Source: an optimization exercise on an open RTL-to-GDS flow (aim: small area, a short achievable clock period and few clock cycles per item). Production flows keep margins and buffers that such runs may drop. Only simulation tests tie the RTL to the original design; equivalence was not proved. Power figures rest on the tool's default switching activity, not on a simulated workload.

===== design/flow/config.mk =====
export PLATFORM = sky130hd
export DESIGN_NAME = multi_dim_index_counter
export DESIGN_NICKNAME = multi_dim_index_counter
export VERILOG_FILES = /design/flow/design.v
export SDC_FILE = /design/flow/constraint.sdc
export NUM_CORES = 4
export LEC_CHECK = 0
export CAP_MARGIN = 20
export CORE_MARGIN = 2
export CORE_UTILIZATION = 40
export SLEW_MARGIN = 20

===== design/flow/constraint.sdc =====
create_clock -name core_clock -period 6.5 [get_ports {clk}]
set_input_delay 1.3000 -clock core_clock [delete_from_list [all_inputs] [get_ports {clk}]]
set_output_delay 1.3000 -clock core_clock [all_outputs]
set_load 0.01 [all_outputs]

===== design/flow/design.v =====
package mdic_pkg;
	localparam int PORT_DIMS = 4;
	localparam int SIZE_W    = 16;
	localparam int IDX_IN_W  = 17;
	localparam int DIMS_W    = 3;
	localparam int CFG_IDX_W = 3;
	localparam int CFG_DAT_W = 16;
	localparam int DEF_MAX_DIMS    = 4;
	localparam int DEF_INDEX_WIDTH = 16;
	localparam logic [CFG_IDX_W-1:0] CFG_SIZE_0 = 3'd0;
	localparam logic [CFG_IDX_W-1:0] CFG_SIZE_1 = 3'd1;
	localparam logic [CFG_IDX_W-1:0] CFG_SIZE_2 = 3'd2;
	localparam logic [CFG_IDX_W-1:0] CFG_SIZE_3 = 3'd3;
	localparam logic [CFG_IDX_W-1:0] CFG_DIMS   = 3'd4;
	localparam logic MODE_LOAD = 1'b0;
	localparam logic MODE_STEP = 1'b1;
	typedef struct packed {
		logic [PORT_DIMS-1:0][SIZE_W-1:0] size;
		logic [DIMS_W-1:0]                dims;
	} cfg_t;
	typedef struct packed {
		logic [PORT_DIMS-1:0][SIZE_W-1:0] pos;
		logic                             oor;
		logic                             err;
	} result_t;
endpackage
module mdic_cfg_regs (
	input  logic                 clk,
	input  logic                 arst_n,
	input  logic                 cfg_valid,
	output logic                 cfg_ready,
	input  logic [mdic_pkg::CFG_IDX_W-1:0] cfg_index,
	input  logic [mdic_pkg::CFG_DAT_W-1:0] cfg_data,
	output mdic_pkg::cfg_t                 cfg
);
	mdic_pkg::cfg_t cfg_q;
	assign cfg_ready = 1'b1;
	assign cfg        = cfg_q;
	always_ff @(posedge clk or negedge arst_n) begin
		if (!arst_n) begin
			for (int i = 0; i < mdic_pkg::PORT_DIMS; i++) begin
				cfg_q.size[i] <= mdic_pkg::SIZE_W'(1);
			end
			cfg_q.dims <= mdic_pkg::DIMS_W'(1);
		end else if (cfg_valid && cfg_ready) begin
			case (cfg_index)
				mdic_pkg::CFG_SIZE_0: begin
					cfg_q.size[0] <= cfg_data[mdic_pkg::SIZE_W-1:0];
				end
				mdic_pkg::CFG_SIZE_1: begin
					cfg_q.size[1] <= cfg_data[mdic_pkg::SIZE_W-1:0];
				end
				mdic_pkg::CFG_SIZE_2: begin
					cfg_q.size[2] <= cfg_data[mdic_pkg::SIZE_W-1:0];
				end
				mdic_pkg::CFG_SIZE_3: begin
					cfg_q.size[3] <= cfg_data[mdic_pkg::SIZE_W-1:0];
				end
				mdic_pkg::CFG_DIMS: begin
					cfg_q.dims <= cfg_data[mdic_pkg::DIMS_W-1:0];
				end
				default: begin
				end
			endcase
		end
	end
endmodule
module mdic_next_pos #(
	parameter int MAX_DIMS    = mdic_pkg::DEF_MAX_DIMS,
	parameter int INDEX_WIDTH = mdic_pkg::DEF_INDEX_WIDTH
) (
	input  mdic_pkg::cfg_t                                     cfg,
	input  logic                                     mode,
	input  logic [mdic_pkg::PORT_DIMS-1:0][mdic_pkg::IDX_IN_W-1:0]       index,
	input  logic [MAX_DIMS-1:0][INDEX_WIDTH-1:0]     pos_cur,
	output logic [MAX_DIMS-1:0][INDEX_WIDTH-1:0]     pos_nxt,
	output mdic_pkg::result_t                                  res
);
	localparam int LIM = (MAX_DIMS < mdic_pkg::PORT_DIMS) ? MAX_DIMS : mdic_pkg::PORT_DIMS;
	localparam int SW  = (INDEX_WIDTH > mdic_pkg::SIZE_W) ? INDEX_WIDTH : mdic_pkg::SIZE_W;
	localparam logic [mdic_pkg::DIMS_W-1:0] LIM_V = mdic_pkg::DIMS_W'(LIM);
	logic [mdic_pkg::DIMS_W-1:0]                  n_act;
	logic [MAX_DIMS-1:0]                act;
	logic [MAX_DIMS-1:0]                wrap;
	logic [MAX_DIMS-1:0]                carry;
	logic [MAX_DIMS-1:0]                is_out;
	logic [MAX_DIMS-1:0]                ld_bad;
	logic [MAX_DIMS-1:0]                nxt_out;
	logic [MAX_DIMS-1:0][INDEX_WIDTH-1:0] dsz;
	logic [MAX_DIMS-1:0][INDEX_WIDTH-1:0] ld_val;
	logic [MAX_DIMS-1:0][INDEX_WIDTH-1:0] stepped;
	logic                               at_end;
	logic                               ld_err;
	always_comb begin
		if (cfg.dims == '0) begin
			n_act = mdic_pkg::DIMS_W'(1);
		end else if (cfg.dims > LIM_V) begin
			n_act = LIM_V;
		end else begin
			n_act = cfg.dims;
		end
	end
	for (genvar d = 0; d < MAX_DIMS; d++) begin : g_dig
		logic [mdic_pkg::SIZE_W-1:0]      size_raw;
		logic [mdic_pkg::IDX_IN_W-1:0]    idx_raw;
		logic [SW-1:0]          sz_wide;
		logic [SW-1:0]          sz_back;
		logic [mdic_pkg::SIZE_W-1:0]      sz16;
		logic [mdic_pkg::IDX_IN_W:0]      sum;
		logic [mdic_pkg::SIZE_W-1:0]      ld16;
		logic [SW-1:0]          ld_wide;
		logic [INDEX_WIDTH:0]   inc;
		if (d < mdic_pkg::PORT_DIMS) begin : g_port
			assign size_raw = cfg.size[d];
			assign idx_raw  = index[d];
		end else begin : g_noport
			assign size_raw = '0;
			assign idx_raw  = '0;
		end
		assign act[d] = (mdic_pkg::DIMS_W'(d) < n_act);
		assign sz_wide = SW'(size_raw);
		assign dsz[d]  = sz_wide[INDEX_WIDTH-1:0];
		assign sz_back = SW'(dsz[d]);
		assign sz16    = sz_back[mdic_pkg::SIZE_W-1:0];
		assign sum       = {2'b00, sz16} + {idx_raw[mdic_pkg::IDX_IN_W-1], idx_raw};
		assign ld_bad[d] = act[d] & idx_raw[mdic_pkg::IDX_IN_W-1] & sum[mdic_pkg::IDX_IN_W];
		assign ld16      = idx_raw[mdic_pkg::IDX_IN_W-1] ? sum[mdic_pkg::SIZE_W-1:0] : idx_raw[mdic_pkg::SIZE_W-1:0];
		assign ld_wide   = SW'(ld16);
		assign ld_val[d] = ld_wide[INDEX_WIDTH-1:0];
		assign inc        = {1'b0, pos_cur[d]} + (INDEX_WIDTH+1)'(1);
		assign wrap[d]    = (inc == {1'b0, dsz[d]});
		assign stepped[d] = !carry[d] ? pos_cur[d] :
			(wrap[d] ? '0 : inc[INDEX_WIDTH-1:0]);
		assign is_out[d]  = act[d] & (pos_cur[d] >= dsz[d]);
	end
	always_comb begin
		carry[MAX_DIMS-1] = 1'b1;
		for (int d = MAX_DIMS - 2; d >= 0; d--) begin
			carry[d] = act[d+1] ? (carry[d+1] & wrap[d+1]) : 1'b1;
		end
	end
	assign at_end = (|is_out) | (carry[0] & wrap[0]);
	assign ld_err = (mode == mdic_pkg::MODE_LOAD) & (|ld_bad);
	always_comb begin
		for (int d = 0; d < MAX_DIMS; d++) begin
			if (mode == mdic_pkg::MODE_LOAD) begin
				if (ld_err) begin
					pos_nxt[d] = pos_cur[d];
				end else begin
					pos_nxt[d] = act[d] ? ld_val[d] : '0;
				end
			end else begin
				if (!act[d]) begin
					pos_nxt[d] = '0;
				end else if (at_end) begin
					pos_nxt[d] = dsz[d];
				end else begin
					pos_nxt[d] = stepped[d];
				end
			end
			nxt_out[d] = act[d] & (pos_nxt[d] >= dsz[d]);
		end
	end
	for (genvar k = 0; k < mdic_pkg::PORT_DIMS; k++) begin : g_out
		if (k < MAX_DIMS) begin : g_dig_out
			logic [SW-1:0] pw;
			assign pw         = SW'(pos_nxt[k]);
			assign res.pos[k] = act[k] ? pw[mdic_pkg::SIZE_W-1:0] : '0;
		end else begin : g_zero_out
			assign res.pos[k] = '0;
		end
	end
	assign res.oor = |nxt_out;
	assign res.err = ld_err;
endmodule
module multi_dim_index_counter #(
	parameter int MAX_DIMS    = mdic_pkg::DEF_MAX_DIMS,
	parameter int INDEX_WIDTH = mdic_pkg::DEF_INDEX_WIDTH
) (
	input  logic                       clk,
	input  logic                       arst_n,
	input  logic                       cfg_valid,
	output logic                       cfg_ready,
	input  logic [mdic_pkg::CFG_IDX_W-1:0]       cfg_index,
	input  logic [mdic_pkg::CFG_DAT_W-1:0]       cfg_data,
	input  logic                       in_valid,
	output logic                       in_ready,
	input  logic                       mode,
	input  logic signed [mdic_pkg::IDX_IN_W-1:0] index_0,
	input  logic signed [mdic_pkg::IDX_IN_W-1:0] index_1,
	input  logic signed [mdic_pkg::IDX_IN_W-1:0] index_2,
	input  logic signed [mdic_pkg::IDX_IN_W-1:0] index_3,
	output logic                       out_valid,
	input  logic                       out_ready,
	output logic [mdic_pkg::SIZE_W-1:0]          pos_0,
	output logic [mdic_pkg::SIZE_W-1:0]          pos_1,
	output logic [mdic_pkg::SIZE_W-1:0]          pos_2,
	output logic [mdic_pkg::SIZE_W-1:0]          pos_3,
	output logic                       overrun,
	output logic                       load_error
);
	mdic_pkg::cfg_t                                   cfg;
	logic                                   valid_s1;
	logic                                   mode_s1;
	logic [mdic_pkg::PORT_DIMS-1:0][mdic_pkg::IDX_IN_W-1:0]     index_s1;
	logic [MAX_DIMS-1:0][INDEX_WIDTH-1:0]   position_q;
	logic [MAX_DIMS-1:0][INDEX_WIDTH-1:0]   pos_nxt;
	mdic_pkg::result_t                                res;
	mdic_pkg::result_t                                res_s2;
	logic                                   valid_s2;
	logic                                   advance;
	logic                                   in_acc;
	mdic_cfg_regs u_cfg (
		.clk       (clk),
		.arst_n    (arst_n),
		.cfg_valid (cfg_valid),
		.cfg_ready (cfg_ready),
		.cfg_index (cfg_index),
		.cfg_data  (cfg_data),
		.cfg       (cfg)
	);
	assign advance  = !valid_s2 || out_ready;
	assign in_ready = !valid_s1 || advance;
	assign in_acc   = in_valid && in_ready;
	always_ff @(posedge clk or negedge arst_n) begin
		if (!arst_n) begin
			valid_s1 <= 1'b0;
		end else if (in_ready) begin
			valid_s1 <= in_valid;
		end
	end
	always_ff @(posedge clk) begin
		if (in_acc) begin
			mode_s1     <= mode;
			index_s1[0] <= index_0;
			index_s1[1] <= index_1;
			index_s1[2] <= index_2;
			index_s1[3] <= index_3;
		end
	end
	mdic_next_pos #(
		.MAX_DIMS    (MAX_DIMS),
		.INDEX_WIDTH (INDEX_WIDTH)
	) u_next (
		.cfg     (cfg),
		.mode    (mode_s1),
		.index   (index_s1),
		.pos_cur (position_q),
		.pos_nxt (pos_nxt),
		.res     (res)
	);
	always_ff @(posedge clk or negedge arst_n) begin
		if (!arst_n) begin
			position_q <= '0;
			valid_s2   <= 1'b0;
		end else if (advance) begin
			valid_s2 <= valid_s1;
			if (valid_s1) begin
				position_q <= pos_nxt;
			end
		end
	end
	always_ff @(posedge clk) begin
		if (advance && valid_s1) begin
			res_s2 <= res;
		end
	end
	assign out_valid  = valid_s2;
	assign pos_0      = res_s2.pos[0];
	assign pos_1      = res_s2.pos[1];
	assign pos_2      = res_s2.pos[2];
	assign pos_3      = res_s2.pos[3];
	assign overrun    = res_s2.oor;
	assign load_error = res_s2.err;
endmodule

===== design/flow/run.sh =====
#!/bin/bash
# synth_recipe.tcl (not shown) runs the flow's synth.tcl, then flattens the netlist and writes it again
# the make line also repeats each setting of config.mk as NAME=value (left out here)
make -C /OpenROAD-flow-scripts/flow DESIGN_CONFIG=/design/flow/config.mk WORK_HOME=/design/flow/orfs CLKGATE_MAP_FILE= SYNTH_SCRIPT=/design/flow/synth_recipe.tcl finish

==> notes.md <==
worst paths after layout:
check	endpoint	slack (ns)
hold / removal	valid_s2$_DFFE_PN0P_	0.51
hold reg to reg	valid_s2$_DFFE_PN0P_	0.51
min in group asynchronous	u_cfg.cfg_q[23]$_DFFE_PN0P_	0.77
setup / recovery	res_s2[1]$_DFFE_PP_	0.22
setup reg to reg	res_s2[1]$_DFFE_PP_	0.22
max in group asynchronous	position_q[50]$_DFFE_PN0P_	4.18
metal layers:
layer,GRT usage (%),part of all wire (%),vias up
met3,3.84,6.6,191
li1,-,-,9549
met1,38.6,43,10100
met4,12.2,4.2,2
met2,47.0,46,829
met5,0,0.016,-
state kept, by name (all words and copies together) (netlist names):
register     flops
u_cfg.cfg_q     67
res_s2          66
mode_s1          1
valid_s1         1
valid_s2         1
index_s1        68
position_q      64
per-stage QoR:
step / setup slack (ns) / std cells / instance area (um^2) / hold slack, ns
after floorplan: 0.676 / 2450 / 21900 / 0.457
after global placement: 0.146 / 3310 / 25000 / 0.476
after detailed placement: 0.0831 / 3310 / 25000 / 0.507
after CTS: 0.0537 / 3373 / 26200 / 0.517
after global routing: -0.0129 / 3379 / 26400 / 0.528
final: 0.220 / 3379 / 26400 / 0.513
area by class of cell:
type	instances	area [um^2]	share of cell area, %
flip-flops and latches	268	7390	28.0
multi-input cells	1921	13600	51.6
inverters	101	382	1.45
clock buffers	54	1030	3.90
clock inverters	9	148	0.560
well taps	696	871	3.30
repair buffers	330	2930	11.1
critical path: stages (launching register included):
cell and delay, ns:
dfrtp_1 0.37, ha_1 0.21, nand4_1 0.11, buf_4 0.19, or4_1 0.58, a221oi_1 0.33, o21ai_0 0.19, o31ai_2 0.17
a21oi_2 0.18, o41a_2 0.58, o211ai_1 0.11, o21ai_1 0.11, o22a_1 0.21, ha_1 0.28, nand2b_1 0.15, a21o_1 0.17
a21o_1 0.17, a21o_1 0.17, a21o_1 0.18, a21o_1 0.22, a2111oi_2 0.36, o21ai_0 0.17, a31oi_1 0.25, o211ai_1 0.20
or3_1 0.37
power by group through the flow:
stage	registers [mW]	clock network (mW)	logic (mW)
detailed placement	2.83	0	6.46
CTS	2.81	2.11	6.51
global placement	2.82	0	6.38
floorplan	2.64	0	4.33
finish	2.83	2.06	6.71
global route	2.88	2.16	7.32
cell families (layout without fill, tap and decap cells):
| group | count (synthesis) | in the layout | synth area share [%] |
|---|---|---|---|
| buffers and inverters | 261 | 494 | 4.97 |
| adder cells (fa/ha/maj) | 200 | 200 | 11.5 |
| XOR/XNOR | 121 | 121 | 4.96 |
| AND/OR/NAND/NOR | 723 | 723 | 16.5 |
| multiplexers | 100 | 100 | 4.92 |
| AO/OA/AOI/OAI | 776 | 776 | 23.4 |
| other | 1 | 1 | 0.0171 |
| flip-flops | 268 | 268 | 33.7 |
synthesized netlist by cell type, drive strengths merged, types with 38 or more instances:
master / count / area share, %
inv: 101 / 1.7
a21o: 50 / 1.7
clkbuf: 100 / 1.7
xnor2: 81 / 3.2
nand2: 219 / 3.8
nor2: 172 / 2.9
o21ai: 202 / 4.6
edfxtp: 135 / 18
ha: 196 / 11
a21oi: 173 / 4.0
buf: 60 / 1.5
nand3: 55 / 1.3
xor2: 38 / 1.5
nor3: 62 / 1.5
mux2: 63 / 3.2
dfrtp: 128 / 15
what timing repair did:
action,4_1_cts,5_1_grt
resized for setup,0,28
setup buffers,0,6
hold buffers,0,0
setup endpoints to repair,0,1
==> impl_metrics.env <==
export IMPL_syn_cell_area_um2=21900
export IMPL_yosysWarnings=3
export IMPL_setup_viol=0
export IMPL_drive_above_1_share_pct=13.5
export IMPL_relSlewSlack_pct=29.8
export IMPL_drtAntennaViolNets=0
export IMPL_htreeDepth=2
export IMPL_drc_errors=0
export IMPL_hold_path_cell_count=1
export IMPL_routed_via_density=6.10
export IMPL_syn_inst=2450
export IMPL_antenna_found_initial=3
export IMPL_switchingPower_mw=5.23
export IMPL_tritoncts="yes"
export IMPL_place_hpwl_um=61200
export IMPL_min_from="valid_s1$_DFFE_PN0N_"
export IMPL_cap_violations=0
export IMPL_async_flop_share_pct=49.6
export IMPL_avgSynthCellArea_um2=8.95
export IMPL_rows=85
export IMPL_crit_arrival_ns=6.58
export IMPL_cellLeakagePower_nw=10.7
export IMPL_synthToLayoutAreaGrowth_pct=20.2
export IMPL_drt_first_pass_iters=6
export IMPL_overflow=0
export IMPL_ff2ff_path_depth=24
export IMPL_fin_tns_setup_ns=0
export IMPL_wl_per_cell_um=24.5
export IMPL_cts_inserted_buffers=35
export IMPL_reg2reg_from="position_q[33]$_DFFE_PN0P_"
export IMPL_finClkSkew_ns=0.0141
export IMPL_comb_power_share_pct=57.9
export IMPL_seqPwrFrac_pct=24.4
export IMPL_dieArea_um2=56700
export IMPL_boundaryPins=162
export IMPL_root_buffer="clkbuf_16"
export IMPL_power_mw=11.6
export IMPL_fmax_ghz=0.159
export IMPL_cts_buffer_depth=3
export IMPL_cp_max_fo=5
export IMPL_critical_path_class="flip-flop to flip-flop"
export IMPL_fill_cells=5154
export IMPL_worst_setup_path_end_kind="flip-flop"
export IMPL_grt_first_pass_wirelength_um=125000
export IMPL_final_nets=2950
export IMPL_gp_congestion=0.948
export IMPL_hp_class="flip-flop to flip-flop"
export IMPL_power_density_nw_per_um2=440
export IMPL_insertion_delay_ns=0.57
export IMPL_p_int_mw=6.37
export IMPL_switching_share_pct=45.1
export IMPL_vias=20600
export IMPL_synth_cell_types=99
export IMPL_synth_edf_count=135
export IMPL_drv_slew=0
export IMPL_drtIter0Drc=1835
export IMPL_grt_max_degree=105
export IMPL_die_h_um=238
export IMPL_p_clk_share_pct=17.8
export IMPL_seq_area_frac_synth_pct=33.7
export IMPL_cts_clk_slew_worst_paths_ns=0.06
export IMPL_clock_sinks=268
export IMPL_fp_coreArea_um2=54000
export IMPL_status="complete, no violations"
export IMPL_initial_core_util_pct=40.6
export IMPL_final_common_cell="nand2_1"
export IMPL_grtUsageTotal_pct=28.9
export IMPL_startpoint="position_q[33]$_DFFE_PN0P_"
export IMPL_synthesis_nets=2743
export IMPL_grt_pass1_vias=20600
export IMPL_fin_crit_sh_pct=96.6
export IMPL_hold_violations=0
export IMPL_diodes=0
export IMPL_io_buffers=160
export IMPL_fin_crit_ns=6.28
export IMPL_layout_common_cells="nand2_1, ha_1, o21ai_0, nor2_1, a21oi_1"
export IMPL_yosys_most_used_dff="edfxtp_1"
export IMPL_post_route_util_pct=48.8
export IMPL_yosys_register_bits=268
export IMPL_crit_required_ns=6.80
export IMPL_die_w_um=238
export IMPL_worst_pin_slew_ns=1.05
export IMPL_critPathLaunchType="flip-flop"
export IMPL_ir_worst_vdd_mv=0.234
export IMPL_wl_um=82800
Testbench counts, summed over its fixed seeds: cycles 52,027, items 38,400.

separate check: timing with driven ports:
The flow's constraints put no driver on any port. The routed layout listed below was extracted and timed again, unchanged, in two steps. Step 1 assumes that a clkbuf_16 drives the clock port and a buf_2 every other input. Step 2 times the ports against the registers' clock, not the clock port: input delays grow and output delays shrink by t, the midpoint of the rising clock arrivals with the driver on. Slacks: no drivers / after step 1 / after step 2; pairs: no drivers / after step 1.
shift t [ns]: 0.615
setup slack, ns: 0.220 / 0.220 / 0.220
worst setup path after step 2: register to register
After both steps setup and hold are still met in this run. For this run, drivers alone change the setup slack by 0.000 ns; drivers and shift together by 0.000 ns.
